Context: an optimization exercise on an open-source flow, tuned for small area. The choices shown serve that exercise and are no tape-out recipe.
In this exercise RTL edits were held to simulation tests only and were not proved equivalent to the original.
Power figures rest on the tool's default switching activity, not on a simulated workload.

$ cat config.mk
export PLATFORM = sky130hd
export DESIGN_NAME = rf_top
export DESIGN_NICKNAME = rf_top
export VERILOG_FILES = /design/flow/design.v
export SDC_FILE = /design/flow/constraint.sdc
export NUM_CORES = 4
export LEC_CHECK = 0
export CAP_MARGIN = 20
export CELL_PAD_IN_SITES_DETAIL_PLACEMENT = 1
export CELL_PAD_IN_SITES_GLOBAL_PLACEMENT = 1
export CORE_MARGIN = 2
export CORE_UTILIZATION = 35
export PLACE_DENSITY = 0.7
export SETUP_SLACK_MARGIN = 0.2
export SLEW_MARGIN = 20
export SYNTH_HIERARCHICAL = 1
export BUFFER_PORTS_ARGS = -buffer_cell sky130_fd_sc_hd__buf_2
export CTS_ARGS = -sink_clustering_enable -repair_clock_nets -sink_clustering_size 16 -sink_clustering_max_diameter 60 -dont_use_dummy_load -buf_list sky130_fd_sc_hd__clkbuf_8
$ cat constraint.sdc
create_clock -name core_clock -period 5.5 [get_ports {s_clk_i}]
set_input_delay 1.1000 -clock core_clock [delete_from_list [all_inputs] [get_ports {s_clk_i}]]
set_output_delay 1.1000 -clock core_clock [all_outputs]
set_load 0.01 [all_outputs]
$ cat design.v
package rf_pkg;
   localparam int RF_WORD_W = 32;                  
   localparam int RF_ADD_W  = 5;                   
   localparam int RF_BIT_W  = 5;                   
   localparam int RF_CNT_W  = 16;                  
   localparam int RF_REGS   = 32;                  
   typedef logic [RF_WORD_W-1:0] rf_word;
   typedef logic [RF_ADD_W-1:0]  rf_add;
   typedef logic [RF_BIT_W-1:0]  rf_bit;
   typedef logic [RF_CNT_W-1:0]  rf_cnt;
   localparam rf_add RF_ZERO = rf_add'(0);         
endpackage
module see_insert
#(
   parameter bit CNT_EN = 1'b1                     
) (
   input  logic   s_clk_i,                         
   input  logic   arst_n_i,                        
   input  logic   inj_i,                           
   input  rf_pkg::rf_add  inj_add_i,               
   input  rf_pkg::rf_bit  inj_bit_i,               
   output logic [rf_pkg::RF_REGS-1:1] upset_row_o,  
   output rf_pkg::rf_word flip_bit_o,              
   output rf_pkg::rf_cnt  upset_cnt_o              
);
   logic   inj_hit;                                
   assign inj_hit    = inj_i && (inj_add_i != rf_pkg::RF_ZERO);
   assign flip_bit_o = rf_pkg::rf_word'(1) << inj_bit_i;     
   for (genvar i = 1; i < rf_pkg::RF_REGS; i++) begin : g_row
      assign upset_row_o[i] = arst_n_i && inj_i && (inj_add_i == rf_pkg::rf_add'(i));
   end
   if (CNT_EN) begin : g_cnt
      rf_pkg::rf_cnt cnt_q;                        
      always_ff @(posedge s_clk_i or negedge arst_n_i) begin
         if (!arst_n_i) begin
            cnt_q <= '0;
         end else if (inj_hit) begin
            cnt_q <= cnt_q + rf_pkg::rf_cnt'(1);   
         end
      end
      assign upset_cnt_o = cnt_q;
   end else begin : g_no_cnt
      assign upset_cnt_o = '0;                     
   end
endmodule
module register_file
(
   input  logic   s_clk_i,                         
   input  logic   arst_n_i,                        
   input  logic   wb_we_i,                         
   input  rf_pkg::rf_add  wb_add_i,                
   input  rf_pkg::rf_word wb_val_i,                
   input  logic [rf_pkg::RF_REGS-1:1] upset_row_i,  
   input  rf_pkg::rf_word flip_bit_i,              
   input  logic   inj_i,                           
   input  rf_pkg::rf_add  inj_add_i,               
   input  rf_pkg::rf_add  p1_add_i,                
   output rf_pkg::rf_word p1_val_o,                
   input  rf_pkg::rf_add  p2_add_i,                
   output rf_pkg::rf_word p2_val_o                 
);
   logic [rf_pkg::RF_REGS-1:1][rf_pkg::RF_WORD_W-1:0] regs_q;      
   logic [rf_pkg::RF_REGS-1:1] load, hold;         
   logic [rf_pkg::RF_REGS-1:1] sel1, sel2;         
   rf_pkg::rf_word wr_val_n;                       
   logic   same;                                   
   for (genvar i = 1; i < rf_pkg::RF_REGS; i++) begin : g_load
      assign load[i] = !arst_n_i || (wb_we_i && (wb_add_i == rf_pkg::rf_add'(i)));
      assign hold[i] = !load[i];
   end
   assign same     = inj_i && (inj_add_i == wb_add_i);
   assign wr_val_n = ~(arst_n_i ? (wb_val_i ^ (same ? flip_bit_i : '0)) : '0);
   for (genvar i = 1; i < rf_pkg::RF_REGS; i++) begin : g_row
      for (genvar j = 0; j < rf_pkg::RF_WORD_W; j++) begin : g_bit
         rf_cell cell_i (
            .s_clk_i    (s_clk_i),
            .load_i     (load[i]),
            .hold_i     (hold[i]),
            .wr_val_n_i (wr_val_n[j]),
            .flip_i     (upset_row_i[i]),
            .flip_bit_i (flip_bit_i[j]),
            .q_o        (regs_q[i][j])
         );
      end
   end
   for (genvar i = 1; i < rf_pkg::RF_REGS; i++) begin : g_sel
      assign sel1[i] = arst_n_i && (p1_add_i == rf_pkg::rf_add'(i));
      assign sel2[i] = arst_n_i && (p2_add_i == rf_pkg::rf_add'(i));
   end
   for (genvar j = 0; j < rf_pkg::RF_WORD_W; j++) begin : g_rd
      logic [rf_pkg::RF_REGS-1:1] col;             
      for (genvar i = 1; i < rf_pkg::RF_REGS; i++) begin : g_col
         assign col[i] = regs_q[i][j];
      end
      rf_rd_bit rd1_i (.sel_i(sel1), .d_i(col), .y_o(p1_val_o[j]));
      rf_rd_bit rd2_i (.sel_i(sel2), .d_i(col), .y_o(p2_val_o[j]));
   end
endmodule
module rf_cell
(
   input  logic   s_clk_i,                         
   input  logic   load_i,                          
   input  logic   hold_i,                          
   input  logic   wr_val_n_i,                      
   input  logic   flip_i,                          
   input  logic   flip_bit_i,                      
   output logic   q_o                              
);
   logic hold_n;                                   
   logic d;                                        
   rf_flip flip_u (.q_i(q_o), .row_i(flip_i), .col_i(flip_bit_i), .hold_n_o(hold_n));
   rf_oai22 sel_u (.a0_i(hold_i), .a1_i(wr_val_n_i), .b0_i(load_i), .b1_i(hold_n), .y_o(d));
   always_ff @(posedge s_clk_i) begin
      q_o <= d;
   end
endmodule
module rf_flip
(
   input  logic   q_i,
   input  logic   row_i,
   input  logic   col_i,
   output logic   hold_n_o
);
   assign hold_n_o = ~(q_i ^ (row_i & col_i));
endmodule
module rf_oai22
(
   input  logic   a0_i, a1_i, b0_i, b1_i,
   output logic   y_o
);
   assign y_o = ~((a0_i | a1_i) & (b0_i | b1_i));
endmodule
module rf_aoi222
(
   input  logic   a0_i, a1_i, b0_i, b1_i, c0_i, c1_i,
   output logic   y_o
);
   assign y_o = ~((a0_i & a1_i) | (b0_i & b1_i) | (c0_i & c1_i));
endmodule
module rf_rd_bit
(
   input  logic [rf_pkg::RF_REGS-1:1] sel_i,       
   input  logic [rf_pkg::RF_REGS-1:1] d_i,         
   output logic   y_o                              
);
   logic [10:0] t_n;                               
   for (genvar k = 0; k < 10; k++) begin : g_grp
      rf_aoi222 aoi_i (
         .a0_i (sel_i[3*k+1]), .a1_i (d_i[3*k+1]),
         .b0_i (sel_i[3*k+2]), .b1_i (d_i[3*k+2]),
         .c0_i (sel_i[3*k+3]), .c1_i (d_i[3*k+3]),
         .y_o  (t_n[k])
      );
   end
   assign t_n[10] = ~(sel_i[31] & d_i[31]);
   assign y_o = ~&t_n;
endmodule
module rf_top
#(
   parameter bit CNT_EN = 1'b1                     
) (
   input  logic   s_clk_i,                         
   input  logic   arst_n_i,                        
   input  logic   wb_we_i,                         
   input  rf_pkg::rf_add  wb_add_i,                
   input  rf_pkg::rf_word wb_val_i,                
   input  rf_pkg::rf_add  p1_add_i,                
   output rf_pkg::rf_word p1_val_o,                
   input  rf_pkg::rf_add  p2_add_i,                
   output rf_pkg::rf_word p2_val_o,                
   input  logic   inj_i,                           
   input  rf_pkg::rf_add  inj_add_i,               
   input  rf_pkg::rf_bit  inj_bit_i,               
   output rf_pkg::rf_cnt  upset_cnt_o              
);
   logic [rf_pkg::RF_REGS-1:1] upset_row;          
   rf_pkg::rf_word             flip_bit;           
   see_insert #(
      .CNT_EN       (CNT_EN)
   ) see_i (
      .s_clk_i      (s_clk_i),
      .arst_n_i     (arst_n_i),
      .inj_i        (inj_i),
      .inj_add_i    (inj_add_i),
      .inj_bit_i    (inj_bit_i),
      .upset_row_o  (upset_row),
      .flip_bit_o   (flip_bit),
      .upset_cnt_o  (upset_cnt_o)
   );
   register_file rf_i (
      .s_clk_i      (s_clk_i),
      .arst_n_i     (arst_n_i),
      .wb_we_i      (wb_we_i),
      .wb_add_i     (wb_add_i),
      .wb_val_i     (wb_val_i),
      .upset_row_i  (upset_row),
      .flip_bit_i   (flip_bit),
      .inj_i        (inj_i),
      .inj_add_i    (inj_add_i),
      .p1_add_i     (p1_add_i),
      .p1_val_o     (p1_val_o),
      .p2_add_i     (p2_add_i),
      .p2_val_o     (p2_val_o)
   );
endmodule
$ cat flow/run.sh
#!/bin/bash
# Own flow: the standard layout (bash standard.sh) with two changes to how it is made:
#  - the port buffers are plain buffers (sky130_fd_sc_hd__buf_2) in place of the delay
#    cell that buffer_ports picks by itself;
#  - clock tree synthesis uses clkbuf_8, clusters up to 16 flip-flops within 60 um per
#    leaf buffer, and inserts no dummy loads.
# ORFS writes each step's full log under orfs/logs/; standard.sh's own output goes to
# standard.log here.
set -euo pipefail
cd "$(dirname "${BASH_SOURCE[0]}")/.."
cat >> config.mk <<'EOC'
export BUFFER_PORTS_ARGS = -buffer_cell sky130_fd_sc_hd__buf_2
export CTS_ARGS = -sink_clustering_enable -repair_clock_nets -sink_clustering_size 16 -sink_clustering_max_diameter 60 -dont_use_dummy_load -buf_list sky130_fd_sc_hd__clkbuf_8
EOC
bash standard.sh > standard.log 2>&1
$ cat standard.sh
#!/bin/bash
# synth_recipe.tcl (not shown) runs the flow's synth.tcl, then flattens the netlist and writes it again
# the make line also repeats each setting of config.mk as NAME=value (left out here)
make -C /OpenROAD-flow-scripts/flow DESIGN_CONFIG=/design/flow/config.mk WORK_HOME=/design/flow/orfs CLKGATE_MAP_FILE= SYNTH_SCRIPT=/design/flow/synth_recipe.tcl "${@:-finish}"
==> notes.md, run 1 <==
vias in the first global route=55600; Compound-Gate Fraction of Synth Area=28.2%; RSZ-0062 raised after global routing=true; PwrDens=271 mW/mm^2; Crit Path Class=in2out; clock buffer depth=3; worst path cell trace=buf_2 -> nand2b_2 -> nor2_4 -> a222oi_1 -> nand4_1 -> a2111o_1 -> buf_2; initial core utilization=35.2%; Critical Path Start Type=input pin; achievable frequency=180 MHz; CTS root buf=clkbuf_8; Worst Path Arrival=4.45 ns; drt pass-1 iters=13; Design Area, Final=0.0575 sq mm; WHS Endpoint=see_i.g_cnt.cnt_q[15]$_DFFE_PN0P_; placed cells=7607; peak supply drop=0.188 mV; GRT met3 Usage=13.1%; GRT Total Usage=37.8%; async set or reset register ratio after synthesis=1.59%; Final Setup Violations=2; Post-Syn Nets=5428; Reg area=0.0203 sq mm; CTS tree=built; Setup Skew=0.00688 ns; Detail Placement HPWL=177000 microns; I/O Pins=141; filler instances=16400; post-synthesis cell count=5366; Placeable Area=0.141 sq mm; Post-Synth Adder-Cell Area=0.0252%; Pins Over Slew Limit=0; top_reg_cell synth=dfxtp_1; Most Used Layer, Global Route=met2; LEAKAGE=19.3 nW; largest family of logic cells by synthesized area=compound AO/OA/AOI/OAI gates; GP Congestion=0.959; total gr overflow=0; Sink Count=1008; slew margin rel.=10.8%; synth warn=8; final net count=5910; hold_sp=see_i.g_cnt.cnt_q[15]$_DFFE_PN0P_; input/output buffers=140; most used cell along the critical path=buf_2; drt drc=0; Final Cycle Share=101%; Worst setup EP type=primary output; row cnt=138; Finished Layout Cells=7747; max_cap viols=0; Die Span Y=381 microns; Worst EP required=4.40 ns; slowest CP cell=nand4_1; routed len/inst=37.7 microns; FF-to-FF setup slack=3.99 ns; reg2reg end=see_i.g_cnt.cnt_q[12]$_DFFE_PN0P_; Die X=381 microns; Worst R2R Start=see_i.g_cnt.cnt_q[0]$_DFFE_PN0P_; Post-DP Area=0.0557 sq mm; largest net degree at the start of global routing=65; hold path depth=1; Violated Checks=setup timing; Final WS setup=-0.0546 ns; hold bufs inserted after CTS=0; Hold Vio Cnt, Final=0; Avg Synthesized Cell Area=9.26 sq um; later-pin clock latency in the skew report=0.83 ns; Mapped Area=0.0497 sq mm; share of cells above drive strength 1=11.9%; H-tree depth=3; worst hold path type=reg2reg; Die ar.=0.145 sq mm; mux contribution to synthesized area=0%; first-pass GRT wire length=406000 microns; WL final=292000 microns; largest stage delay on the critical path=0.76 ns; CTS Buf Count=104; Worst-path clk slew=0.07 ns; GR Util met2=54.4%; post-synthesis xor/xnor area fraction=17.9%; initial DRC count=12400; met1 usage=47.6%; Slew @ Worst Pin=1.34 ns; number of synthesized flops with an enable pin=0; antenna violations before repair=22; outcome=failed layout checks; Via-to-Cell Ratio=7.37; Yosys reg bits=1008; library cells used by synthesis=41; Via Count=57100; minimum clock period=5.55 ns; worst-case reg-to-reg path depth=4; area grow syn2layout=15.7%; Max Fanout on Critical Path=32; area of the multi-input gates=0.0304 sq mm; setup_tns=-0.0929 ns; Routed Antenna Nets=0; final core occ=40.7%; Simple-Gate Fraction of Synth Area=12.5%; sequential-to-total area share from yosys stat=40.8%
-- Yosys cell counts, drive strengths merged, types with 31 or more instances --
library cell     n  share of area (%)
a222oi         640                 13
nand4          138                1.8
nand3           51               0.51
or3             31               0.39
o22ai          992                 12
nand2         1083                8.2
nor2           127               0.96
inv             32               0.24
dfxtp          992                 40
xor2          1001                 18
a2111o          64                1.5
o21ai           64               0.67
-- modules after synthesis (local to each module, per instance), excerpt --
module | cells inside | copies in the design
register_file | 332 | 1
rf_rd_bit | 4 | 64
rf_cell | 1 | 992
rf_flip | 2 | 992
rf_aoi222 | 1 | 640
rf_oai22 | 1 | 992
-- worst max-delay path, delay by kind of cell --
family          cells  cell delay (ns)
simple gates        3             1.49
compound gates      2             1.38
buf+inv             2             0.43
-- flip-flops by register name, indices dropped and copies added, names as in the netlist --
signal and count:
rf_i.g_row.g_bit.cell_i.q_o 992, see_i.g_cnt.cnt_q 16
-- cells by family (layout without fill, tap and decap cells) --
logic type                 after synthesis  count (layout)
buffers and inverters                   66             538
DFF                                   1008            1008
xor gates and xnor gates              1012            1012
AOI/OAI and AO/OA                     1794            1794
and+or+nand+nor                       1485            1493
other                                    0              11
adders and majority gates                1               1
-- through the flow --
step	total power [mW]	hold slack (ns)	setup WS, ns
after floorplan	9.88	0.504	0.857
after global placement	10.9	0.458	0.210
after detailed placement	11.0	0.462	0.144
after CTS	15.4	0.470	0.204
after global routing	15.9	0.518	0.106
final	15.6	0.484	-0.0546
-- metal layers --
layer | vias to the layer above | routed length, microns
met5 | - | 310
met1 | 28300 | 108000
met2 | 5046 | 119000
met3 | 1334 | 42700
met4 | 26 | 23100
li1 | 22400 | -
-- power by group --
group          switching [mW]  internal, mW  leakage [nW]  total, mW
clock                    2.82          1.67         0.748       4.49
combinational            1.60         0.839          10.1       2.44
sequential              0.716          7.95          8.44       8.66
total                    5.14          10.5          19.3       15.6
-- cell usage in the layout (no fill, tap or decap), types with 11 or more instances in the layout --
cell type and n:
a2111o_1 64, a21bo_1 29, a222oi_1 640, buf_12 14, buf_2 139, buf_4 246
clkbuf_8 104, dfrtp_1 16, dfxtp_1 992, diode_2 11, inv_1 28, nand2_1 1081
nand3_1 45, nand4_1 137, nor2_2 37, nor2_4 89, o21ai_1 30, o21ai_4 32
o22ai_1 992, or3_1 31, xor2_1 1001
-- worst max-delay path by stage --
stage	startpoint	end
after global placement	arst_n_i	p1_val_o[9]
after floorplan	wb_we_i	rf_i.g_row[14].g_bit[0].cell_i.q_o$_DFF_P_
final	p1_add_i[0]	p1_val_o[20]
after global routing	p1_add_i[1]	p1_val_o[20]
after detailed placement	arst_n_i	p1_val_o[9]
after CTS	arst_n_i	p1_val_o[9]
-- area by class of cell --
type	instances	area share [%]
well taps	1890	4.12
inverters	32	0.209
clock buffers	104	2.49
diodes	11	0.0479
multi-input cells	4300	52.9
repair buffers	402	5.00
flip-flops and latches	1008	35.3
-- repair_timing --
item | 4_1_cts | 5_1_grt
pin swaps | 4 | 19
resized for setup | 3 | 14
setup buffers | 0 | 16
gates cloned | 4 | 4
setup endpoints to repair | 3 | 22
==> run 2, diff against run 1 <==
--- a/config.mk
+++ b/config.mk
@@ -10,7 +10,7 @@
 export CELL_PAD_IN_SITES_GLOBAL_PLACEMENT = 1
 export CORE_MARGIN = 2
 export CORE_UTILIZATION = 35
-export PLACE_DENSITY = 0.7
+export GPL_ROUTABILITY_DRIVEN = 0
 export SETUP_SLACK_MARGIN = 0.2
 export SLEW_MARGIN = 20
 export SYNTH_HIERARCHICAL = 1
==> notes.md, run 2 <==
routed len/inst=40.0 microns; worst hold path type=reg2reg; Post-DP Area=0.0559 sq mm; first-pass GRT wire length=426000 microns; top_reg_cell synth=dfxtp_1; Post-Syn Nets=5428; Worst setup EP type=primary output; final net count=5903; commonest non-fill, non-tap cell in the layout=nand2_1; library cells used by synthesis=41; Design Area, Final=0.0577 sq mm; Top Registers=rf_i.g_row.g_bit.cell_i.q_o x992, see_i.g_cnt.cnt_q x16; Top reg by flops=rf_i.g_row.g_bit.cell_i.q_o; Setup Skew=0.00803 ns; PwrDens=274 mW/mm^2; WL final=309000 microns; largest net degree at the start of global routing=65; later-pin clock latency in the skew report=0.81 ns; hold bufs inserted after CTS=0; most frequent cell after synthesis=nand2_1; Die ar.=0.145 sq mm; Via-to-Cell Ratio=7.27; Slew @ Worst Pin=1.37 ns; achievable frequency=185 MHz; drt drc=0; Crit Path Class=in2out; Final Setup Violations=0; outcome=complete, no violations; H-tree depth=3; Mapped Area=0.0497 sq mm; Worst-path clk slew=0.06 ns; most frequent cells in the layout=nand2_1, xor2_1, o22ai_1, dfxtp_1, a222oi_1; Critical Path Start Type=input pin; post-synthesis cell count=5366; Max Fanout on Critical Path=18; Final Cycle Share=98.5%; CTS Buf Count=111; LEAKAGE=19.3 nW; clock buffer depth=3; Hold Vio Cnt, Final=0; minimum clock period=5.42 ns; input/output buffers=140; Detail Placement HPWL=191000 microns; max_cap viols=0; Yosys reg bits=1008; Avg Synthesized Cell Area=9.26 sq um; RSZ-0062 raised after global routing=true; CTS root buf=clkbuf_8; area grow syn2layout=16.1%; sequential-to-total area share from yosys stat=40.8%; number of synthesized flops with an enable pin=0; initial DRC count=11100; vias in the first global route=54400; Overall Power=15.8 mW; Routed Antenna Nets=0; Sink Count=1008; filler instances=16300; DP Worst Slack=0.397 ns; I/O Pins=141; CTS tree=built; peak supply drop=0.189 mV; Pins Over Slew Limit=0; setup_tns=0 ns; synth warn=8; max reg flops=992; Worst EP required=4.40 ns; Die Span Y=381 microns; post-synth top area share=40.0%; initial core utilization=35.2%; Synth area leader=dfxtp_1; Final WS setup=0.0814 ns; Die X=381 microns; Worst Path Arrival=4.32 ns; cells taking the most area after synthesis=dfxtp_1, xor2_1, a222oi_1, o22ai_1, nand2_1; Post-synth top cells=nand2_1, xor2_1, dfxtp_1, o22ai_1, a222oi_1; Via Count=56200; share of cells above drive strength 1=12.2%; async set or reset register ratio after synthesis=1.59%; drt pass-1 iters=12; slew margin rel.=8.52%; antenna violations before repair=17; total gr overflow=0; GRT Total Usage=40.6%; Placeable Area=0.141 sq mm; row cnt=138
-- run 2: cell types whose count changed in the layout (fill, tap and decap cells not counted), moves of 7 or more --
| cell | delta |
|---|---|
| clkbuf_8 | +7 |
| inv_1 | -26 |
| buf_16 | +11 |
| nor2_2 | -10 |
| a21bo_1 | -9 |
| inv_2 | +16 |
| buf_4 | -18 |
| a21bo_2 | +9 |
-- run 2: final timing paths --
path                                                    from                           endpoint  slack, ns  depth (start not counted)
hold / removal             see_i.g_cnt.cnt_q[11]$_DFFE_PN0P_  see_i.g_cnt.cnt_q[11]$_DFFE_PN0P_       0.49                          1
hold reg to reg            see_i.g_cnt.cnt_q[11]$_DFFE_PN0P_  see_i.g_cnt.cnt_q[11]$_DFFE_PN0P_       0.49                          1
min in group asynchronous                           arst_n_i   see_i.g_cnt.cnt_q[0]$_DFFE_PN0P_       0.65                          2
setup reg to reg            see_i.g_cnt.cnt_q[2]$_DFFE_PN0P_  see_i.g_cnt.cnt_q[11]$_DFFE_PN0P_       3.97                          4
setup / recovery                                 p1_add_i[0]                        p1_val_o[9]       0.08                          9
max in group asynchronous                           arst_n_i  see_i.g_cnt.cnt_q[15]$_DFFE_PN0P_       3.59                          3
-- run 2: per-stage QoR --
step	std cells	hold slack [ns]	utilization (%)
after floorplan	5366	0.504	-
after global placement	7603	0.477	39.5
after detailed placement	7610	0.478	39.6
after CTS	7721	0.491	40.7
after global routing	7732	0.529	40.8
final	7734	0.488	40.8
-- run 2: cell families after synthesis --
kind of cell	after synthesis	share of synthesized area [%]
buf+inv	66	0.527
flops	1008	40.8
fa+ha+maj	1	0.0252
compound gates	1794	28.2
simple gates	1485	12.5
xor+xnor	1012	17.9
-- run 2: routing by layer --
layer | global-route usage, % | wire length (microns) | vias up
li1 | - | - | 22400
met1 | 52.9 | 120000 | 28300
met2 | 58.1 | 127000 | 4455
met3 | 11.9 | 39200 | 1059
met4 | 26.2 | 22900 | 18
met5 | 0 | 128 | -
-- run 2: cell type report --
cell class | count | area (sq um) | area share, %
multi-input cells | 4292 | 30300 | 52.6
repair buffers | 396 | 3070 | 5.32
clock buffers | 111 | 1530 | 2.65
inverters | 32 | 125 | 0.217
flip-flops and latches | 1008 | 20300 | 35.1
well taps | 1890 | 2360 | 4.10
diodes | 5 | 12.5 | 0.0217
-- run 2: per-module statistics from Yosys (local to each module, per instance), a selection --
module / copies in the design / flip-flops and latches
register_file: 1 / 0
rf_aoi222: 640 / 0
rf_cell: 992 / 1
rf_flip: 992 / 0
rf_oai22: 992 / 0
rf_rd_bit: 64 / 0
-- run 2: worst max-delay path, stage by stage --
cell and delay [ns]:
buf_2 0.14, nand2b_2 0.27, buf_4 0.26, nor2_4 0.18
buf_4 0.28, a222oi_1 0.39, nand4_1 0.82, a2111o_1 0.67
buf_2 0.18
-- run 2: power by group --
part | internal, mW | switching (mW) | total [mW]
combinational | 0.844 | 1.62 | 2.47
clock | 1.78 | 2.87 | 4.65
sequential | 7.95 | 0.743 | 8.69
total | 10.6 | 5.23 | 15.8
-- run 2: repair_timing --
action / in CTS / in global routing
endpoints found under the hold margin: 0 / 0
setup endpoints to repair: 0 / 4
gates resized for setup: 0 / 7
setup buffers: 0 / 2
==> run 3, diff against run 2 <==
--- a/config.mk
+++ b/config.mk
@@ -10,7 +10,8 @@
 export CELL_PAD_IN_SITES_GLOBAL_PLACEMENT = 1
 export CORE_MARGIN = 2
 export CORE_UTILIZATION = 35
-export GPL_ROUTABILITY_DRIVEN = 0
+export CTS_CLUSTER_DIAMETER = 80
+export CTS_CLUSTER_SIZE = 24
 export SETUP_SLACK_MARGIN = 0.2
 export SLEW_MARGIN = 20
 export SYNTH_HIERARCHICAL = 1
==> notes.md, run 3 <==
Post-Synth Adder-Cell Area=0.0252%; RSZ-0062 raised after global routing=true; Worst Path Arrival=4.25 ns; post-synthesis xor/xnor area fraction=17.9%; Sink Count=1008; Crit Path Class=in2out; Worst EP required=4.40 ns; Most Used Layer, Global Route=met2; WL final=302000 microns; GR Util met2=57.2%; Via Count=55900; Compound-Gate Fraction of Synth Area=28.2%; I/O Pins=141; Final Cycle Share=97.3%; async set or reset register ratio after synthesis=1.59%; Die X=381 microns; GRT met3 Usage=10.2%; worst path cell trace=buf_6 -> nor2b_1 -> nand2_1 -> nor2_4 -> a222oi_1 -> nand4_1 -> a2111o_1 -> buf_2; initial DRC count=11600; Die ar.=0.145 sq mm; FF-to-FF setup slack=3.89 ns; library cells used by synthesis=41; Worst R2R Start=see_i.g_cnt.cnt_q[2]$_DFFE_PN0P_; GP Congestion=0.940; hold_sp=see_i.g_cnt.cnt_q[15]$_DFFE_PN0P_; LEAKAGE=19.2 nW; later-pin clock latency in the skew report=0.83 ns; most frequent cells in the layout=nand2_1, xor2_1, o22ai_1, dfxtp_1, a222oi_1; Psw=5.17 mW; max_cap viols=0; achievable frequency=187 MHz; most frequent cell after synthesis=nand2_1; Routed Antenna Nets=0; input/output buffers=140; CTS root buf=clkbuf_8; largest family of logic cells by synthesized area=compound AO/OA/AOI/OAI gates; vias in the first global route=54400; commonest non-fill, non-tap cell in the layout=nand2_1; Slew @ Worst Pin=1.29 ns; Worst setup EP type=primary output; reg2reg end=see_i.g_cnt.cnt_q[15]$_DFFE_PN0P_; antenna violations before repair=18; CTS tree=built; post-synthesis cell count=5366; Pins Over Slew Limit=0; minimum clock period=5.35 ns; post-CTS setup buffer count=0; hold slack=0.475 ns; PwrDens=274 mW/mm^2; total gr overflow=0; Hold Vio Cnt, Final=0; largest net degree at the start of global routing=44; CTS Buf Count=111; Synth area leader=dfxtp_1; Clock power frac=29.5%; top_reg_cell synth=dfxtp_1; Simple-Gate Fraction of Synth Area=12.5%; switching part of the total=32.8%; Via-to-Cell Ratio=7.23; Post-synth top cells=nand2_1, xor2_1, dfxtp_1, o22ai_1, a222oi_1; hold path depth=1; Detail Placement HPWL=188000 microns; synth warn=8; routed len/inst=39.1 microns; initial core utilization=35.2%; share of cells above drive strength 1=12.0%; number of synthesized flops with an enable pin=0; Top reg by flops=rf_i.g_row.g_bit.cell_i.q_o; Die Span Y=381 microns; H-tree depth=3; setup_tns=0 ns; drt drc=0; worst hold path type=reg2reg; row cnt=138; internal power=10.6 mW; Logic pwr share=15.6%; met1 usage=52.3%; Avg Synthesized Cell Area=9.26 sq um; slowest CP cell=nor2_4; hold bufs inserted after CTS=0; Post-Syn Nets=5428; WHS Endpoint=see_i.g_cnt.cnt_q[15]$_DFFE_PN0P_; GRT Total Usage=39.7%; crit path buf inv count=2; slew margin rel.=13.8%; Worst-path clk slew=0.08 ns; part of the power in registers=54.9%; outcome=complete, no violations; first-pass GRT wire length=419000 microns; drt pass-1 iters=13; final net count=5898; critical path's top delay family=simple AND/OR/NAND/NOR gates; Top Registers=rf_i.g_row.g_bit.cell_i.q_o x992, see_i.g_cnt.cnt_q x16; clock buffer depth=3; largest stage delay on the critical path=1.01 ns; max reg flops=992; Critical Path Start Type=input pin; Final Setup Violations=0; Mapped Area=0.0497 sq mm; post-synth top area share=40.0%; Max Fanout on Critical Path=32; Setup Skew=0.0150 ns; peak supply drop=0.205 mV; area grow syn2layout=15.8%; mux contribution to synthesized area=0%; sequential-to-total area share from yosys stat=40.8%; cells taking the most area after synthesis=dfxtp_1, xor2_1, a222oi_1, o22ai_1, nand2_1; Placeable Area=0.141 sq mm; worst-case reg-to-reg path depth=4; Yosys reg bits=1008
[run 3: area by class of cell]
type                            count  area (sq um)
Multi-Input combinational cell   4292         30300
Tap cell                         1890          2360
Fill cell                       16400         83700
Inverter                           32           123
Antenna cell                        9          22.5
Timing Repair Buffer              391          2900
Clock buffer                      111          1530
Sequential cell                  1008         20300
[run 3: metal layers]
layer  vias up  part of all wire, %
li1      22400                    -
met5         -                0.062
met4        22                  7.4
met2      4239                   41
met1     28300                   39
met3       958                   12
[run 3: power groups by stage]
stage                     Clock [mW]  Combinational, mW  Sequential (mW)
after CTS                       4.64               2.34             8.61
after global placement             0               2.26             8.74
final                           4.64               2.45             8.65
after floorplan                    0               1.30             8.59
after detailed placement           0               2.32             8.77
after global routing            4.92               2.51             8.71
[run 3: worst reg2reg max path, stage by stage (launching register included)]
cell and delay [ns]:
dfrtp_1 0.45, and3_1 0.18, nand3_1 0.23, nor4_1 0.52, xor2_1 0.12
[run 3: what timing repair did]
action | 4_1_cts | 5_1_grt
hold endpoints to repair | 0 | 0
gates resized for setup | 0 | 1
endpoints found under the setup margin | 0 | 2
[run 3: how the worst max path moves through the flow]
stage	startpoint	to	slack, ns	cells past startpoint
2_1_floorplan	wb_we_i	rf_i.g_row[14].g_bit[0].cell_i.q_o$_DFF_P_	0.86	5
3_3_place_gp	p1_add_i[0]	p1_val_o[17]	0.33	7
3_5_place_dp	p1_add_i[1]	p1_val_o[17]	0.41	7
4_1_cts	p1_add_i[1]	p1_val_o[27]	0.41	7
5_1_grt	arst_n_i	p2_val_o[16]	0.17	8
6_report	arst_n_i	p1_val_o[16]	0.15	8
[run 3: cell families after synthesis]
logic type,count (synthesis)
compound gates,1794
xor+xnor,1012
fa+ha+maj,1
buf+inv,66
flops,1008
simple gates,1485
[run 3: Yosys stat by module, one instance, submodules excluded, a selection]
module         cell area [sq um]  copies in the design  flops+latches
register_file               1790                     1              0
rf_aoi222                   10.0                   640              0
rf_cell                     20.0                   992              1
rf_flip                     12.5                   992              0
rf_oai22                    6.26                   992              0
rf_rd_bit                   27.5                    64              0
[run 3: per-stage QoR]
stage / power [mW] / cells / util (%) / worst slack (ns) / area, sq um
6_report: 15.7 / 7733 / 40.7 / 0.150 / 57500
5_1_grt: 16.1 / 7728 / 40.7 / 0.171 / 57500
4_1_cts: 15.6 / 7717 / 40.6 / 0.406 / 57300
3_5_place_dp: 11.1 / 7606 / 39.5 / 0.410 / 55800
3_3_place_gp: 11.0 / 7604 / 39.4 / 0.325 / 55700
2_1_floorplan: 9.88 / 5366 / - / 0.857 / 49700
==> run 4, diff against run 3 <==
==> flow/run.sh (replaced) <==
#!/bin/bash
# Own flow: the standard layout (bash standard.sh) with two changes to how it is made:
#  - the port buffers are plain buffers (sky130_fd_sc_hd__buf_2) in place of the delay
#    cell that buffer_ports picks by itself;
#  - clock tree synthesis clusters up to 30 flip-flops within 60 um per leaf buffer and
#    inserts no dummy loads.
# ORFS writes each step's full log under orfs/logs/; standard.sh's own output goes to
# standard.log here.
set -euo pipefail
cd "$(dirname "${BASH_SOURCE[0]}")/.."
cat >> config.mk <<'EOC'
export BUFFER_PORTS_ARGS = -buffer_cell sky130_fd_sc_hd__buf_2
export CTS_ARGS = -sink_clustering_enable -repair_clock_nets -sink_clustering_size 30 -sink_clustering_max_diameter 60 -dont_use_dummy_load
EOC
bash standard.sh > standard.log 2>&1
==> config.mk (replaced) <==
export PLATFORM = sky130hd
export DESIGN_NAME = rf_top
export DESIGN_NICKNAME = rf_top
export VERILOG_FILES = /design/flow/design.v
export SDC_FILE = /design/flow/constraint.sdc
export NUM_CORES = 4
export LEC_CHECK = 0
export CAP_MARGIN = 20
export CELL_PAD_IN_SITES_DETAIL_PLACEMENT = 1
export CELL_PAD_IN_SITES_GLOBAL_PLACEMENT = 1
export CORE_MARGIN = 2
export CORE_UTILIZATION = 35
export SETUP_SLACK_MARGIN = 0.1
export SLEW_MARGIN = 20
export SYNTH_HIERARCHICAL = 1
export BUFFER_PORTS_ARGS = -buffer_cell sky130_fd_sc_hd__buf_2
export CTS_ARGS = -sink_clustering_enable -repair_clock_nets -sink_clustering_size 30 -sink_clustering_max_diameter 60 -dont_use_dummy_load
==> notes.md, run 4 <==
outcome=complete, no violations; Top reg by flops=rf_i.g_row.g_bit.cell_i.q_o; row cnt=138; Setup Skew=0.00844 ns; RSZ-0062 raised after global routing=false; routed len/inst=39.1 microns; final core occ=41.5%; largest stage delay on the critical path=0.73 ns; worst hold path type=reg2reg; initial DRC count=11100; total gr overflow=0; PwrDens=302 mW/mm^2; Worst-path clk slew=0.06 ns; drt drc=0; later-pin clock latency in the skew report=0.70 ns; antenna violations before repair=13; Post-Syn Nets=5428; DP Worst Slack=0.410 ns; Hold Vio Cnt, Final=0; minimum clock period=5.36 ns; Placeable Area=0.141 sq mm; worst-case reg-to-reg path depth=4; Yosys reg bits=1008; Slew @ Worst Pin=1.31 ns; Worst setup EP type=primary output; Worst Path Arrival=4.26 ns; hold path depth=1; Final WS setup=0.143 ns; vias in the first global route=54400; filler instances=16200; Die X=381 microns; sequential-to-total area share from yosys stat=40.8%; first-pass GRT wire length=420000 microns; cells taking the most area after synthesis=dfxtp_1, xor2_1, a222oi_1, o22ai_1, nand2_1; Sink Count=1008; drt pass-1 iters=11; Die ar.=0.145 sq mm; post-CTS setup buffer count=0; GRT Total Usage=39.7%; hold_sp=see_i.g_cnt.cnt_q[15]$_DFFE_PN0P_; most frequent cells in the layout=nand2_1, xor2_1, o22ai_1, dfxtp_1, a222oi_1; WL final=302000 microns; number of synthesized flops with an enable pin=0; commonest non-fill, non-tap cell in the layout=nand2_1; Die Span Y=381 microns; Crit Path Class=in2out; I/O Pins=141; max_cap viols=0; Final Cycle Share=97.4%; post-synth top area share=40.0%; Max Fanout on Critical Path=26; area grow syn2layout=18.2%; hold bufs inserted after CTS=0; synth warn=8; Mapped Area=0.0497 sq mm; Post-synth top cells=nand2_1, xor2_1, dfxtp_1, o22ai_1, a222oi_1; H-tree depth=3; Top Registers=rf_i.g_row.g_bit.cell_i.q_o x992, see_i.g_cnt.cnt_q x16; Critical Path Start Type=input pin; Pins Over Slew Limit=0; GP Congestion=0.940; CTS root buf=clkbuf_16; Detail Placement HPWL=188000 microns; LEAKAGE=19.8 nW; Finished Layout Cells=7731; library cells used by synthesis=41; slowest CP cell=a222oi_1; share of cells above drive strength 1=12.0%; Avg Synthesized Cell Area=9.26 sq um; input/output buffers=140; Final Setup Violations=0; Synth area leader=dfxtp_1; slew margin rel.=12.3%; async set or reset register ratio after synthesis=1.59%; CTS Buf Count=111; peak supply drop=0.237 mV; largest net degree at the start of global routing=44; CTS tree=built; Worst R2R Start=see_i.g_cnt.cnt_q[2]$_DFFE_PN0P_; clock buffer depth=3; WHS Endpoint=see_i.g_cnt.cnt_q[15]$_DFFE_PN0P_; Via Count=55800; placed cells=7606; reg2reg end=see_i.g_cnt.cnt_q[15]$_DFFE_PN0P_; Worst EP required=4.40 ns; most frequent cell after synthesis=nand2_1; Via-to-Cell Ratio=7.22; achievable frequency=187 MHz; CTS-repair resized insts=0; setup_tns=0 ns; Routed Antenna Nets=0; worst path cell trace=buf_2 -> nand2_1 -> nor2_4 -> a222oi_1 -> nand4_1 -> a2111o_1 -> buf_2; initial core utilization=35.2%; top_reg_cell synth=dfxtp_1; FF-to-FF setup slack=3.86 ns; most used cell along the critical path=buf_2; max reg flops=992; post-synthesis cell count=5366; final net count=5896
==> run 4: cell counts after synthesis <==
No cell type changed its count.
==> run 4: logic make-up after synthesis <==
| logic type | Yosys count | synth area share (%) |
|---|---|---|
| AO/OA/AOI/OAI | 1794 | 28.2 |
| XOR/XNOR | 1012 | 17.9 |
| adder cells (fa/ha/maj) | 1 | 0.0252 |
| buffers and inverters | 66 | 0.527 |
| flip-flops | 1008 | 40.8 |
| AND/OR/NAND/NOR | 1485 | 12.5 |
==> run 4: layer usage <==
| layer | global-route usage (%) | wire length (microns) | part of all wire (%) | up-vias |
|---|---|---|---|---|
| met1 | 52.6 | 119000 | 39 | 28300 |
| li1 | - | - | - | 22400 |
| met2 | 57.3 | 125000 | 41 | 4223 |
| met5 | 0.231 | 94 | 0.031 | - |
| met3 | 9.81 | 35900 | 12 | 922 |
| met4 | 25.4 | 21900 | 7.3 | 14 |
==> run 4: worst max path at each step <==
stage / start / end / slack (ns) / depth (start not counted)
finish: p1_add_i[0] / p1_val_o[17] / 0.14 / 7
global route: arst_n_i / p2_val_o[20] / 0.27 / 8
floorplan: wb_we_i / rf_i.g_row[14].g_bit[0].cell_i.q_o$_DFF_P_ / 0.86 / 5
detailed placement: p1_add_i[1] / p1_val_o[17] / 0.41 / 7
global placement: p1_add_i[0] / p1_val_o[17] / 0.33 / 7
CTS: p1_add_i[1] / p1_val_o[27] / 0.41 / 7
==> run 4: final cells by class <==
| cell class | instances | area (sq um) | area share [%] |
|---|---|---|---|
| Tap cell | 1890 | 2360 | 4.03 |
| Sequential cell | 1008 | 20300 | 34.5 |
| Timing Repair Buffer | 389 | 2840 | 4.84 |
| Antenna cell | 9 | 22.5 | 0.0384 |
| Inverter | 32 | 123 | 0.209 |
| Multi-Input combinational cell | 4292 | 30300 | 51.6 |
| Clock buffer | 111 | 2780 | 4.73 |
==> run 4: metrics by stage <==
step / hold WS [ns] / power (mW) / instance area, sq um
after detailed placement: 0.479 / 11.1 / 55800
after global placement: 0.458 / 11.0 / 55700
after floorplan: 0.504 / 9.88 / 49700
after global routing: 0.513 / 18.1 / 58700
after CTS: 0.486 / 17.6 / 58500
final: 0.471 / 17.7 / 58700
==> run 4: per-module statistics from Yosys (local to each module, per instance), a selection <==
| module | cells | area (sq um) | flip-flops and latches |
|---|---|---|---|
| register_file | 332 | 1790 | 0 |
| rf_aoi222 | 1 | 10.0 | 0 |
| rf_cell | 1 | 20.0 | 1 |
| rf_flip | 2 | 12.5 | 0 |
| rf_oai22 | 1 | 6.26 | 0 |
| rf_rd_bit | 4 | 27.5 | 0 |
==> run 4: report_power, final <==
group	switching, mW	total, mW	leakage, nW	internal, mW
Clock	3.09	6.59	1.37	3.50
Sequential	0.701	8.66	8.44	7.96
Combinational	1.61	2.45	9.96	0.842
==> run 4: worst max-delay path, delay by kind of cell <==
family / cells / cell delay [ns]
buffers and inverters: 2 / 0.32
and+or+nand+nor: 3 / 1.44
AOI/OAI and AO/OA: 2 / 1.34
==> run 5, diff against run 4 <==
==> flow/run.sh (replaced) <==
#!/bin/bash
# Own flow: the standard layout (bash standard.sh) with two changes to how it is made:
#  - the port buffers are plain buffers (sky130_fd_sc_hd__buf_2) in place of the delay
#    cell that buffer_ports picks by itself;
#  - clock tree synthesis uses clkbuf_8, clusters up to 16 flip-flops within 60 um per
#    leaf buffer, and inserts no dummy loads.
# ORFS writes each step's full log under orfs/logs/; standard.sh's own output goes to
# standard.log here.
set -euo pipefail
cd "$(dirname "${BASH_SOURCE[0]}")/.."
cat >> config.mk <<'EOC'
export BUFFER_PORTS_ARGS = -buffer_cell sky130_fd_sc_hd__buf_2
export CTS_ARGS = -sink_clustering_enable -repair_clock_nets -sink_clustering_size 9 -sink_clustering_max_diameter 45 -dont_use_dummy_load -buf_list "sky130_fd_sc_hd__clkbuf_4 sky130_fd_sc_hd__clkbuf_8" -sink_clustering_buffer sky130_fd_sc_hd__clkbuf_4 -root_buf sky130_fd_sc_hd__clkbuf_8
EOC
bash standard.sh > standard.log 2>&1
--- a/config.mk
+++ b/config.mk
@@ -10,8 +10,10 @@
 export CELL_PAD_IN_SITES_GLOBAL_PLACEMENT = 1
 export CORE_MARGIN = 2
 export CORE_UTILIZATION = 35
-export SETUP_SLACK_MARGIN = 0.1
+export CTS_CLUSTER_DIAMETER = 80
+export CTS_CLUSTER_SIZE = 24
+export SETUP_SLACK_MARGIN = 0.2
 export SLEW_MARGIN = 20
 export SYNTH_HIERARCHICAL = 1
 export BUFFER_PORTS_ARGS = -buffer_cell sky130_fd_sc_hd__buf_2
-export CTS_ARGS = -sink_clustering_enable -repair_clock_nets -sink_clustering_size 30 -sink_clustering_max_diameter 60 -dont_use_dummy_load
+export CTS_ARGS = -sink_clustering_enable -repair_clock_nets -sink_clustering_size 9 -sink_clustering_max_diameter 45 -dont_use_dummy_load -buf_list "sky130_fd_sc_hd__clkbuf_4 sky130_fd_sc_hd__clkbuf_8" -sink_clustering_buffer sky130_fd_sc_hd__clkbuf_4 -root_buf sky130_fd_sc_hd__clkbuf_8
==> notes.md, run 5 <==
Slew @ Worst Pin=1.30 ns; Crit Path Class=in2out; post-synth top area share=40.0%; total gr overflow=0; routed len/inst=38.9 microns; Worst EP required=4.40 ns; Synth area leader=dfxtp_1; Finished Layout Cells=7782; area grow syn2layout=15.3%; GP Congestion=0.940; Post-Syn Nets=5428; vias in the first global route=54600; sequential-to-total area share from yosys stat=40.8%; FF-to-FF setup slack=3.86 ns; clock buffer depth=3; CTS root buf=clkbuf_8; GRT Total Usage=39.8%; final net count=5949; Max Fanout on Critical Path=32; Die X=381 microns; most frequent cells in the layout=nand2_1, xor2_1, o22ai_1, dfxtp_1, a222oi_1; drt pass-1 iters=13; Post-synth top cells=nand2_1, xor2_1, dfxtp_1, o22ai_1, a222oi_1; Die Span Y=381 microns; top_reg_cell synth=dfxtp_1; placed cells=7606; row cnt=138; WHS Endpoint=see_i.g_cnt.cnt_q[15]$_DFFE_PN0P_; H-tree depth=4; antenna violations before repair=15; WL final=303000 microns; Placeable Area=0.141 sq mm; setup_tns=0 ns; worst-case reg-to-reg path depth=4; max reg flops=992; number of synthesized flops with an enable pin=0; async set or reset register ratio after synthesis=1.59%; initial core utilization=35.2%; cells taking the most area after synthesis=dfxtp_1, xor2_1, a222oi_1, o22ai_1, nand2_1; Detail Placement HPWL=188000 microns; hold_sp=see_i.g_cnt.cnt_q[15]$_DFFE_PN0P_; reg2reg end=see_i.g_cnt.cnt_q[15]$_DFFE_PN0P_; post-CTS setup buffer count=0; hold path depth=1; later-pin clock latency in the skew report=0.90 ns; max_cap viols=0; minimum clock period=5.40 ns; Hold Vio Cnt, Final=0; Top Registers=rf_i.g_row.g_bit.cell_i.q_o x992, see_i.g_cnt.cnt_q x16; most frequent cell after synthesis=nand2_1; Pins Over Slew Limit=0; worst hold path type=reg2reg; Worst R2R Start=see_i.g_cnt.cnt_q[2]$_DFFE_PN0P_; LEAKAGE=19.2 nW; Critical Path Start Type=input pin; Routed Antenna Nets=0; Die ar.=0.145 sq mm; slew margin rel.=12.8%; Via Count=56300; Sink Count=1008; initial DRC count=11600; PwrDens=271 mW/mm^2; Mapped Area=0.0497 sq mm; hold slack=0.478 ns; Yosys reg bits=1008; largest net degree at the start of global routing=44; CTS tree=built; drt drc=0; CTS Buf Count=163; Worst-path clk slew=0.10 ns; Final Cycle Share=98.1%; I/O Pins=141; Worst setup EP type=primary output; outcome=complete, no violations; Avg Synthesized Cell Area=9.26 sq um; input/output buffers=140; Via-to-Cell Ratio=7.23; library cells used by synthesis=41; CTS-repair resized insts=0; Final Setup Violations=0; post-synthesis cell count=5366; synth warn=8; achievable frequency=185 MHz; peak supply drop=0.190 mV; Top reg by flops=rf_i.g_row.g_bit.cell_i.q_o; commonest non-fill, non-tap cell in the layout=nand2_1; RSZ-0062 raised after global routing=false; share of cells above drive strength 1=12.8%; first-pass GRT wire length=420000 microns; Setup Skew=0.0366 ns; Worst Path Arrival=4.30 ns; hold bufs inserted after CTS=0
[run 5: worst max path at each step]
stage	from	endpoint	slack, ns	cells past startpoint
2_1_floorplan	wb_we_i	rf_i.g_row[14].g_bit[0].cell_i.q_o$_DFF_P_	0.86	5
3_3_place_gp	p1_add_i[0]	p1_val_o[17]	0.33	7
3_5_place_dp	p1_add_i[1]	p1_val_o[17]	0.41	7
4_1_cts	p1_add_i[1]	p1_val_o[17]	0.40	7
5_1_grt	p1_add_i[4]	p1_val_o[16]	0.23	9
6_report	arst_n_i	p1_val_o[16]	0.10	8
[run 5: per-module statistics from Yosys, one instance, submodules excluded, excerpt]
module | cells inside | area, sq um | flops+latches
register_file | 332 | 1790 | 0
rf_rd_bit | 4 | 27.5 | 0
rf_aoi222 | 1 | 10.0 | 0
rf_cell | 1 | 20.0 | 1
rf_flip | 2 | 12.5 | 0
rf_oai22 | 1 | 6.26 | 0
[run 5: layout make-up]
type | instances | area [sq um]
Inverter | 32 | 123
Sequential cell | 1008 | 20300
Timing Repair Buffer | 390 | 2860
Tap cell | 1890 | 2360
Fill cell | 16400 | 84000
Multi-Input combinational cell | 4292 | 30300
Clock buffer | 163 | 1330
Antenna cell | 7 | 17.5
[run 5: critical path, stage by stage]
cell,delay [ns]
buf_6,0.19
nor2b_1,0.30
nand2_1,0.29
nor2_4,1.02
a222oi_1,0.36
nand4_1,0.58
a2111o_1,0.24
buf_2,0.16
[run 5: per-stage QoR]
step | total power, mW | worst slack, ns | area [sq um] | utilization, %
6_report | 15.5 | 0.104 | 57300 | 40.5
3_5_place_dp | 11.1 | 0.410 | 55800 | 39.5
3_3_place_gp | 11.0 | 0.325 | 55700 | 39.4
5_1_grt | 15.9 | 0.233 | 57200 | 40.5
4_1_cts | 15.4 | 0.402 | 57100 | 40.4
2_1_floorplan | 9.88 | 0.857 | 49700 | -
[run 5: cell families after synthesis]
kind of cell / synth area share, %
AND/OR/NAND/NOR: 12.5
flip-flops: 40.8
buffers and inverters: 0.527
adder cells (fa/ha/maj): 0.0252
XOR/XNOR: 17.9
AO/OA/AOI/OAI: 28.2
[run 5: per-layer routing]
metal,part of all wire (%),track usage (%)
met5,0.062,0.231
met1,39,52.3
met3,12,10.8
met2,41,57.5
met4,7.0,24.8
[run 5: power by group]
group          internal [mW]  switching [mW]
sequential              7.95           0.700
combinational          0.841            1.61
clock                   1.50            2.90
total                   10.3            5.21
==> run 6, diff against run 5 <==
--- a/flow/run.sh
+++ b/flow/run.sh
@@ -10,6 +10,6 @@
 cd "$(dirname "${BASH_SOURCE[0]}")/.."
 cat >> config.mk <<'EOC'
 export BUFFER_PORTS_ARGS = -buffer_cell sky130_fd_sc_hd__buf_2
-export CTS_ARGS = -sink_clustering_enable -repair_clock_nets -sink_clustering_size 9 -sink_clustering_max_diameter 45 -dont_use_dummy_load -buf_list "sky130_fd_sc_hd__clkbuf_4 sky130_fd_sc_hd__clkbuf_8" -sink_clustering_buffer sky130_fd_sc_hd__clkbuf_4 -root_buf sky130_fd_sc_hd__clkbuf_8
+export CTS_ARGS = -sink_clustering_enable -repair_clock_nets -sink_clustering_size 7 -sink_clustering_max_diameter 40 -dont_use_dummy_load -buf_list "sky130_fd_sc_hd__clkbuf_4 sky130_fd_sc_hd__clkbuf_8" -sink_clustering_buffer sky130_fd_sc_hd__clkbuf_4 -root_buf sky130_fd_sc_hd__clkbuf_8
 EOC
 bash standard.sh > standard.log 2>&1
--- a/config.mk
+++ b/config.mk
@@ -16,4 +16,4 @@
 export SLEW_MARGIN = 20
 export SYNTH_HIERARCHICAL = 1
 export BUFFER_PORTS_ARGS = -buffer_cell sky130_fd_sc_hd__buf_2
-export CTS_ARGS = -sink_clustering_enable -repair_clock_nets -sink_clustering_size 9 -sink_clustering_max_diameter 45 -dont_use_dummy_load -buf_list "sky130_fd_sc_hd__clkbuf_4 sky130_fd_sc_hd__clkbuf_8" -sink_clustering_buffer sky130_fd_sc_hd__clkbuf_4 -root_buf sky130_fd_sc_hd__clkbuf_8
+export CTS_ARGS = -sink_clustering_enable -repair_clock_nets -sink_clustering_size 7 -sink_clustering_max_diameter 40 -dont_use_dummy_load -buf_list "sky130_fd_sc_hd__clkbuf_4 sky130_fd_sc_hd__clkbuf_8" -sink_clustering_buffer sky130_fd_sc_hd__clkbuf_4 -root_buf sky130_fd_sc_hd__clkbuf_8
==> notes.md, run 6 <==
outcome=complete, no violations; total gr overflow=0; post-synth top area share=40.0%; top_reg_cell synth=dfxtp_1; area grow syn2layout=15.7%; Top reg by flops=rf_i.g_row.g_bit.cell_i.q_o; Slew @ Worst Pin=1.29 ns; largest net degree at the start of global routing=44; GP Congestion=0.940; Die X=381 microns; achievable frequency=182 MHz; vias in the first global route=54900; routed len/inst=38.8 microns; slowest CP cell=nor2_4; post-synthesis xor/xnor area fraction=17.9%; sequential-to-total area share from yosys stat=40.8%; Compound-Gate Fraction of Synth Area=28.2%; Max Fanout on Critical Path=32; most frequent cells in the layout=nand2_1, xor2_1, o22ai_1, dfxtp_1, a222oi_1; mux contribution to synthesized area=0%; drt pass-1 iters=13; filler instances=16500; Worst-path clk slew=0.09 ns; Final Setup Violations=0; most frequent cell after synthesis=nand2_1; max_cap viols=0; clock buffer depth=3; cells taking the most area after synthesis=dfxtp_1, xor2_1, a222oi_1, o22ai_1, nand2_1; Die Span Y=381 microns; largest family of logic cells by synthesized area=compound AO/OA/AOI/OAI gates; Pins Over Slew Limit=0; initial DRC count=11600; Avg Synthesized Cell Area=9.26 sq um; initial core utilization=35.2%; Top Registers=rf_i.g_row.g_bit.cell_i.q_o x992, see_i.g_cnt.cnt_q x16; minimum clock period=5.49 ns; Worst EP required=4.40 ns; placed cells=7606; input/output buffers=140; Placeable Area=0.141 sq mm; Via Count=56300; later-pin clock latency in the skew report=0.89 ns; Critical Path Start Type=input pin; row cnt=138; number of synthesized flops with an enable pin=0; critical path's top delay family=simple AND/OR/NAND/NOR gates; CTS root buf=clkbuf_8; largest stage delay on the critical path=1.01 ns; I/O Pins=141; Sink Count=1008; Post-Syn Nets=5428; async set or reset register ratio after synthesis=1.59%; crit path buf inv count=2; library cells used by synthesis=41; synth warn=8; Die ar.=0.145 sq mm; Setup Skew=0.0361 ns; max reg flops=992; CTS Buf Count=195; commonest non-fill, non-tap cell in the layout=nand2_1; Hold Vio Cnt, Final=0; WL final=303000 microns; RSZ-0062 raised after global routing=true; peak supply drop=0.203 mV; Detail Placement HPWL=188000 microns; Yosys reg bits=1008; Worst Path Arrival=4.39 ns; worst path cell trace=buf_6 -> nor2b_1 -> nand2_1 -> nor2_4 -> a222oi_1 -> nand4_1 -> a2111o_1 -> buf_2; Simple-Gate Fraction of Synth Area=12.5%; slew margin rel.=13.8%; PwrDens=276 mW/mm^2; Mapped Area=0.0497 sq mm; H-tree depth=4; Via-to-Cell Ratio=7.21; first-pass GRT wire length=421000 microns; setup_tns=0 ns; Worst setup EP type=primary output; LEAKAGE=19.3 nW; CTS tree=built; GRT Total Usage=39.9%; Final Cycle Share=99.7%; Finished Layout Cells=7813; Post-synth top cells=nand2_1, xor2_1, dfxtp_1, o22ai_1, a222oi_1; Crit Path Class=in2out; post-synthesis cell count=5366; Post-Synth Adder-Cell Area=0.0252%; Synth area leader=dfxtp_1; share of cells above drive strength 1=13.3%; worst hold path type=reg2reg; Routed Antenna Nets=0; drt drc=0; antenna violations before repair=15; final net count=5980
run 6: changes by cell type in the layout (fill, tap and decap cells not counted):
cell,previous run,this run
buf_12,16,14
buf_8,0,1
clkbuf_4,146,178
nand3_1,51,50
nand3_2,0,1
run 6: modules after synthesis, one instance, submodules excluded, a selection:
module	cell area, sq um	cells	times used	flip-flops and latches
rf_oai22	6.26	1	992	0
register_file	1790	332	1	0
rf_rd_bit	27.5	4	64	0
rf_cell	20.0	1	992	1
rf_aoi222	10.0	1	640	0
rf_flip	12.5	2	992	0
run 6: report_power, final:
group / switching, mW / leakage (nW) / internal [mW]
sequential: 0.700 / 8.44 / 7.95
combinational: 1.61 / 9.96 / 0.842
clock: 2.98 / 0.941 / 1.76
total: 5.29 / 19.3 / 10.5
run 6: metal layers:
metal  wire (microns)  vias up  global-route usage (%)
li1                 -    22600                       -
met1           119000    28400                    52.3
met2           125000     4364                    57.4
met3            37700      960                    10.8
met4            22000       20                    25.7
met5              169        -                   0.231
run 6: cell families (layout without fill, tap and decap cells):
group,after synthesis,count (layout)
other,0,7
flip-flops,1008,1008
AO/OA/AOI/OAI,1794,1794
XOR/XNOR,1012,1012
AND/OR/NAND/NOR,1485,1485
buffers and inverters,66,616
adder cells (fa/ha/maj),1,1
run 6: worst paths after layout:
path / start / to / slack (ns) / cells past startpoint
setup / recovery: arst_n_i / p1_val_o[16] / 0.01 / 8
hold / removal: see_i.g_cnt.cnt_q[15]$_DFFE_PN0P_ / see_i.g_cnt.cnt_q[15]$_DFFE_PN0P_ / 0.48 / 1
setup reg to reg: see_i.g_cnt.cnt_q[2]$_DFFE_PN0P_ / see_i.g_cnt.cnt_q[15]$_DFFE_PN0P_ / 3.88 / 4
hold reg to reg: see_i.g_cnt.cnt_q[15]$_DFFE_PN0P_ / see_i.g_cnt.cnt_q[15]$_DFFE_PN0P_ / 0.48 / 1
max in group asynchronous: arst_n_i / see_i.g_cnt.cnt_q[11]$_DFFE_PN0P_ / 3.64 / 3
min in group asynchronous: arst_n_i / see_i.g_cnt.cnt_q[15]$_DFFE_PN0P_ / 1.28 / 3
run 6: metrics by stage:
stage / power [mW] / hold slack [ns] / utilization (%) / worst slack (ns) / cell area (sq um)
after floorplan: 9.88 / 0.504 / - / 0.857 / 49700
after global placement: 11.0 / 0.458 / 39.4 / 0.325 / 55700
after detailed placement: 11.1 / 0.479 / 39.5 / 0.410 / 55800
after CTS: 15.7 / 0.492 / 40.6 / 0.403 / 57300
after global routing: 16.3 / 0.513 / 40.7 / 0.112 / 57500
final: 15.8 / 0.477 / 40.7 / 0.0141 / 57500
run 6: area by class of cell:
type	instances	area, sq um	share of cell area [%]
Multi-Input combinational cell	4292	30300	52.7
Clock buffer	195	1570	2.73
Tap cell	1890	2360	4.11
Inverter	32	123	0.213
Antenna cell	7	17.5	0.0305
Sequential cell	1008	20300	35.2
Timing Repair Buffer	389	2840	4.94
run 6: repair_timing:
action,in CTS,in global routing
buffers inserted,0,0
resized for setup,0,1
setup endpoints to repair,0,1
hold buffers,0,0
hold endpoints to repair,0,0
==> run 7, diff against run 6 <==
--- a/flow/run.sh
+++ b/flow/run.sh
@@ -9,7 +9,7 @@
 set -euo pipefail
 cd "$(dirname "${BASH_SOURCE[0]}")/.."
 cat >> config.mk <<'EOC'
-export BUFFER_PORTS_ARGS = -buffer_cell sky130_fd_sc_hd__buf_2
+export BUFFER_PORTS_ARGS = -buffer_cell sky130_fd_sc_hd__buf_1
 export CTS_ARGS = -sink_clustering_enable -repair_clock_nets -sink_clustering_size 7 -sink_clustering_max_diameter 40 -dont_use_dummy_load -buf_list "sky130_fd_sc_hd__clkbuf_4 sky130_fd_sc_hd__clkbuf_8" -sink_clustering_buffer sky130_fd_sc_hd__clkbuf_4 -root_buf sky130_fd_sc_hd__clkbuf_8
 EOC
 bash standard.sh > standard.log 2>&1
--- a/config.mk
+++ b/config.mk
@@ -15,5 +15,5 @@
 export SETUP_SLACK_MARGIN = 0.2
 export SLEW_MARGIN = 20
 export SYNTH_HIERARCHICAL = 1
-export BUFFER_PORTS_ARGS = -buffer_cell sky130_fd_sc_hd__buf_2
+export BUFFER_PORTS_ARGS = -buffer_cell sky130_fd_sc_hd__buf_1
 export CTS_ARGS = -sink_clustering_enable -repair_clock_nets -sink_clustering_size 7 -sink_clustering_max_diameter 40 -dont_use_dummy_load -buf_list "sky130_fd_sc_hd__clkbuf_4 sky130_fd_sc_hd__clkbuf_8" -sink_clustering_buffer sky130_fd_sc_hd__clkbuf_4 -root_buf sky130_fd_sc_hd__clkbuf_8
==> notes.md, run 7 <==
outcome=failed layout checks; Violated Checks=setup timing; post-synth top area share=40.0%; Final Cycle Share=101%; later-pin clock latency in the skew report=0.92 ns; area grow syn2layout=16.5%; drt drc=0; Worst R2R Start=see_i.g_cnt.cnt_q[2]$_DFFE_PN0P_; row cnt=138; top_reg_cell synth=dfxtp_1; number of synthesized flops with an enable pin=0; FF-to-FF setup slack=3.89 ns; Detail Placement HPWL=185000 microns; final core occ=41.0%; hold_sp=see_i.g_cnt.cnt_q[15]$_DFFE_PN0P_; Worst setup EP type=primary output; I/O Pins=141; Critical Path Start Type=input pin; WL final=305000 microns; most frequent cell after synthesis=nand2_1; most frequent cells in the layout=nand2_1, xor2_1, o22ai_1, dfxtp_1, a222oi_1; most used cell along the critical path=buf_4; met2 wire len=125000 microns; CTS root buf=clkbuf_8; Via-to-Cell Ratio=7.18; Worst Path Arrival=4.43 ns; worst-case reg-to-reg path depth=4; Routed Antenna Nets=0; LEAKAGE=19.2 nW; async set or reset register ratio after synthesis=1.59%; Synth area leader=dfxtp_1; input/output buffers=140; Top Registers=rf_i.g_row.g_bit.cell_i.q_o x992, see_i.g_cnt.cnt_q x16; library cells used by synthesis=41; Post-synth top cells=nand2_1, xor2_1, dfxtp_1, o22ai_1, a222oi_1; GP Congestion=0.945; met3 wire len=37300 microns; achievable frequency=181 MHz; synth warn=8; total gr overflow=0; worst path cell trace=buf_4 -> nor2b_2 -> nand2_4 -> nor2_4 -> buf_4 -> a222oi_1 -> nand4_1 -> a2111o_1 -> buf_1; Worst-path clk slew=0.04 ns; Die Span Y=381 microns; drt pass-1 iters=13; sequential-to-total area share from yosys stat=40.8%; first-pass GRT wire length=421000 microns; Worst Setup SP=arst_n_i; Placeable Area=0.141 sq mm; Top reg by flops=rf_i.g_row.g_bit.cell_i.q_o; CTS tree=built; Setup Skew=0.0385 ns; top routing layer used=met5; area of the multi-input gates=0.0304 sq mm; Sink Count=1008; Pins Over Slew Limit=0; post-synthesis cell count=5366; Yosys reg bits=1008; filler instances=16300; critical path's top delay family=simple AND/OR/NAND/NOR gates; Slew @ Worst Pin=1.46 ns; setup_tns=-0.0346 ns; largest net degree at the start of global routing=84; Final WS setup=-0.0346 ns; Final Setup Violations=1; CP endpoint=p1_val_o[16]; peak supply drop=0.182 mV; initial DRC count=11200; DP Worst Slack=0.110 ns; reg2reg end=see_i.g_cnt.cnt_q[15]$_DFFE_PN0P_; Worst EP required=4.40 ns; hold slack=0.487 ns; Post-Syn Nets=5428; met1 wire length=119000 microns; Via Count=56500; antenna violations before repair=17; max_cap viols=0; final net count=6035; Mapped Area=0.0497 sq mm; Design Area, Final=0.0578 sq mm; cells taking the most area after synthesis=dfxtp_1, xor2_1, a222oi_1, o22ai_1, nand2_1; share of cells above drive strength 1=12.0%; Reg area=0.0203 sq mm; worst hold path type=reg2reg; Max Fanout on Critical Path=14; Post-DP Area=0.0559 sq mm; slowest CP cell=nand4_1; Die X=381 microns; Die ar.=0.145 sq mm; Avg Synthesized Cell Area=9.26 sq um; CTS Buf Count=199; crit path buf inv count=3; RSZ-0062 raised after global routing=true; cell count along the critical path=9; GRT Total Usage=39.9%; routed len/inst=38.8 microns; Crit Path Class=in2out; clock buffer depth=3; Hold Vio Cnt, Final=0; commonest non-fill, non-tap cell in the layout=nand2_1; H-tree depth=4; slew margin rel.=2.80%; PwrDens=275 mW/mm^2; vias in the first global route=55600; minimum clock period=5.53 ns; hold bufs inserted after CTS=0; initial core utilization=35.2%; largest stage delay on the critical path=0.85 ns; max reg flops=992
## run 7: timing repair
item / in CTS / in global routing
pin swaps: 1 / 15
resized for setup: 0 / 22
buffers inserted: 0 / 15
endpoints found under the setup margin: 2 / 21
endpoints found under the hold margin: 0 / 0
cloned: 1 / 9
## run 7: per-stage QoR
stage | power [mW] | instances
finish | 15.9 | 7867
global route | 16.4 | 7863
CTS | 15.8 | 7835
detailed placement | 11.1 | 7635
global placement | 11.0 | 7631
floorplan | 9.88 | 5366
## run 7: worst min-delay path by stage
| stage | to | slack, ns | cells after the start |
|---|---|---|---|
| after global placement | see_i.g_cnt.cnt_q[11]$_DFFE_PN0P_ | 0.48 | 1 |
| final | see_i.g_cnt.cnt_q[15]$_DFFE_PN0P_ | 0.49 | 1 |
| after CTS | see_i.g_cnt.cnt_q[11]$_DFFE_PN0P_ | 0.50 | 1 |
| after detailed placement | see_i.g_cnt.cnt_q[11]$_DFFE_PN0P_ | 0.48 | 1 |
| after floorplan | see_i.g_cnt.cnt_q[15]$_DFFE_PN0P_ | 0.50 | 1 |
| after global routing | see_i.g_cnt.cnt_q[11]$_DFFE_PN0P_ | 0.51 | 1 |
## run 7: routing by layer
| metal | up-vias | global-route usage (%) |
|---|---|---|
| met1 | 28400 | 51.6 |
| met3 | 1064 | 10.8 |
| met5 | - | 0 |
| met4 | 22 | 27.9 |
| met2 | 4319 | 57.3 |
| li1 | 22700 | - |
## run 7: power breakdown
part | switching, mW | internal [mW]
sequential | 0.722 | 7.95
clock | 2.99 | 1.79
combinational | 1.62 | 0.838
## run 7: cell families (layout without fill, tap and decap cells)
group | Yosys count | count (layout) | share of synthesized area [%]
DFF | 1008 | 1008 | 40.8
xor gates and xnor gates | 1012 | 1012 | 17.9
AOI/OAI and AO/OA | 1794 | 1794 | 28.2
adders and majority gates | 1 | 1 | 0.0252
other | 0 | 6 | 0
buffers and inverters | 66 | 661 | 0.527
and+or+nand+nor | 1485 | 1495 | 12.5
## run 7: Yosys stat by module (local to each module, per instance), excerpt
module,flip-flops and latches,cells,area [sq um],copies in the design
register_file,0,332,1790,1
rf_oai22,0,1,6.26,992
rf_cell,1,1,20.0,992
rf_aoi222,0,1,10.0,640
rf_rd_bit,0,4,27.5,64
rf_flip,0,2,12.5,992
## run 7: cell type report
type                            count  area share, %
Multi-Input combinational cell   4302           52.6
Tap cell                         1890           4.09
Inverter                           32          0.210
Sequential cell                  1008           35.0
Clock buffer                      199           2.77
Timing Repair Buffer              430           5.30
Antenna cell                        6         0.0260

static timing again, ports no longer ideal:
Ports are ideal in the flow. The routed layouts listed here were re-timed in OpenROAD. Step 1 sets driving cells, clkbuf_16 on the clock port and buf_2 on the other inputs (assumed; they add their load-dependent delay and slew). Step 2 moves the port delays by t, midway between the first and last clock arrival at a register: inputs arrive t later, outputs are due t later. That takes back most of the time a late clock gives input paths. a / b / c = ideal / step 1 / step 2; a / b = the first two.
run	shift t [ns]	setup WS [ns]	latest minus earliest clock arrival (ns)
run 1	0.947	-0.055 / -0.081 / -0.081	0.157 / 0.156
run 2	0.930	0.081 / 0.059 / 0.059	0.152 / 0.152
run 3	0.936	0.150 / 0.092 / 0.092	0.097 / 0.097
run 4	0.795	0.143 / 0.118 / 0.118	0.092 / 0.092
run 5	0.946	0.104 / 0.046 / 0.046	0.118 / 0.118
run 6	0.967	0.014 / -0.044 / -0.044	0.096 / 0.096
run 7	0.981	-0.035 / -0.109 / -0.109	0.109 / 0.110
Met with ideal ports but missed after step 2: setup timing in run 6. The setup slack of run 7, which loses most, moves by -0.074 ns with the drivers and by -0.074 ns with both steps.
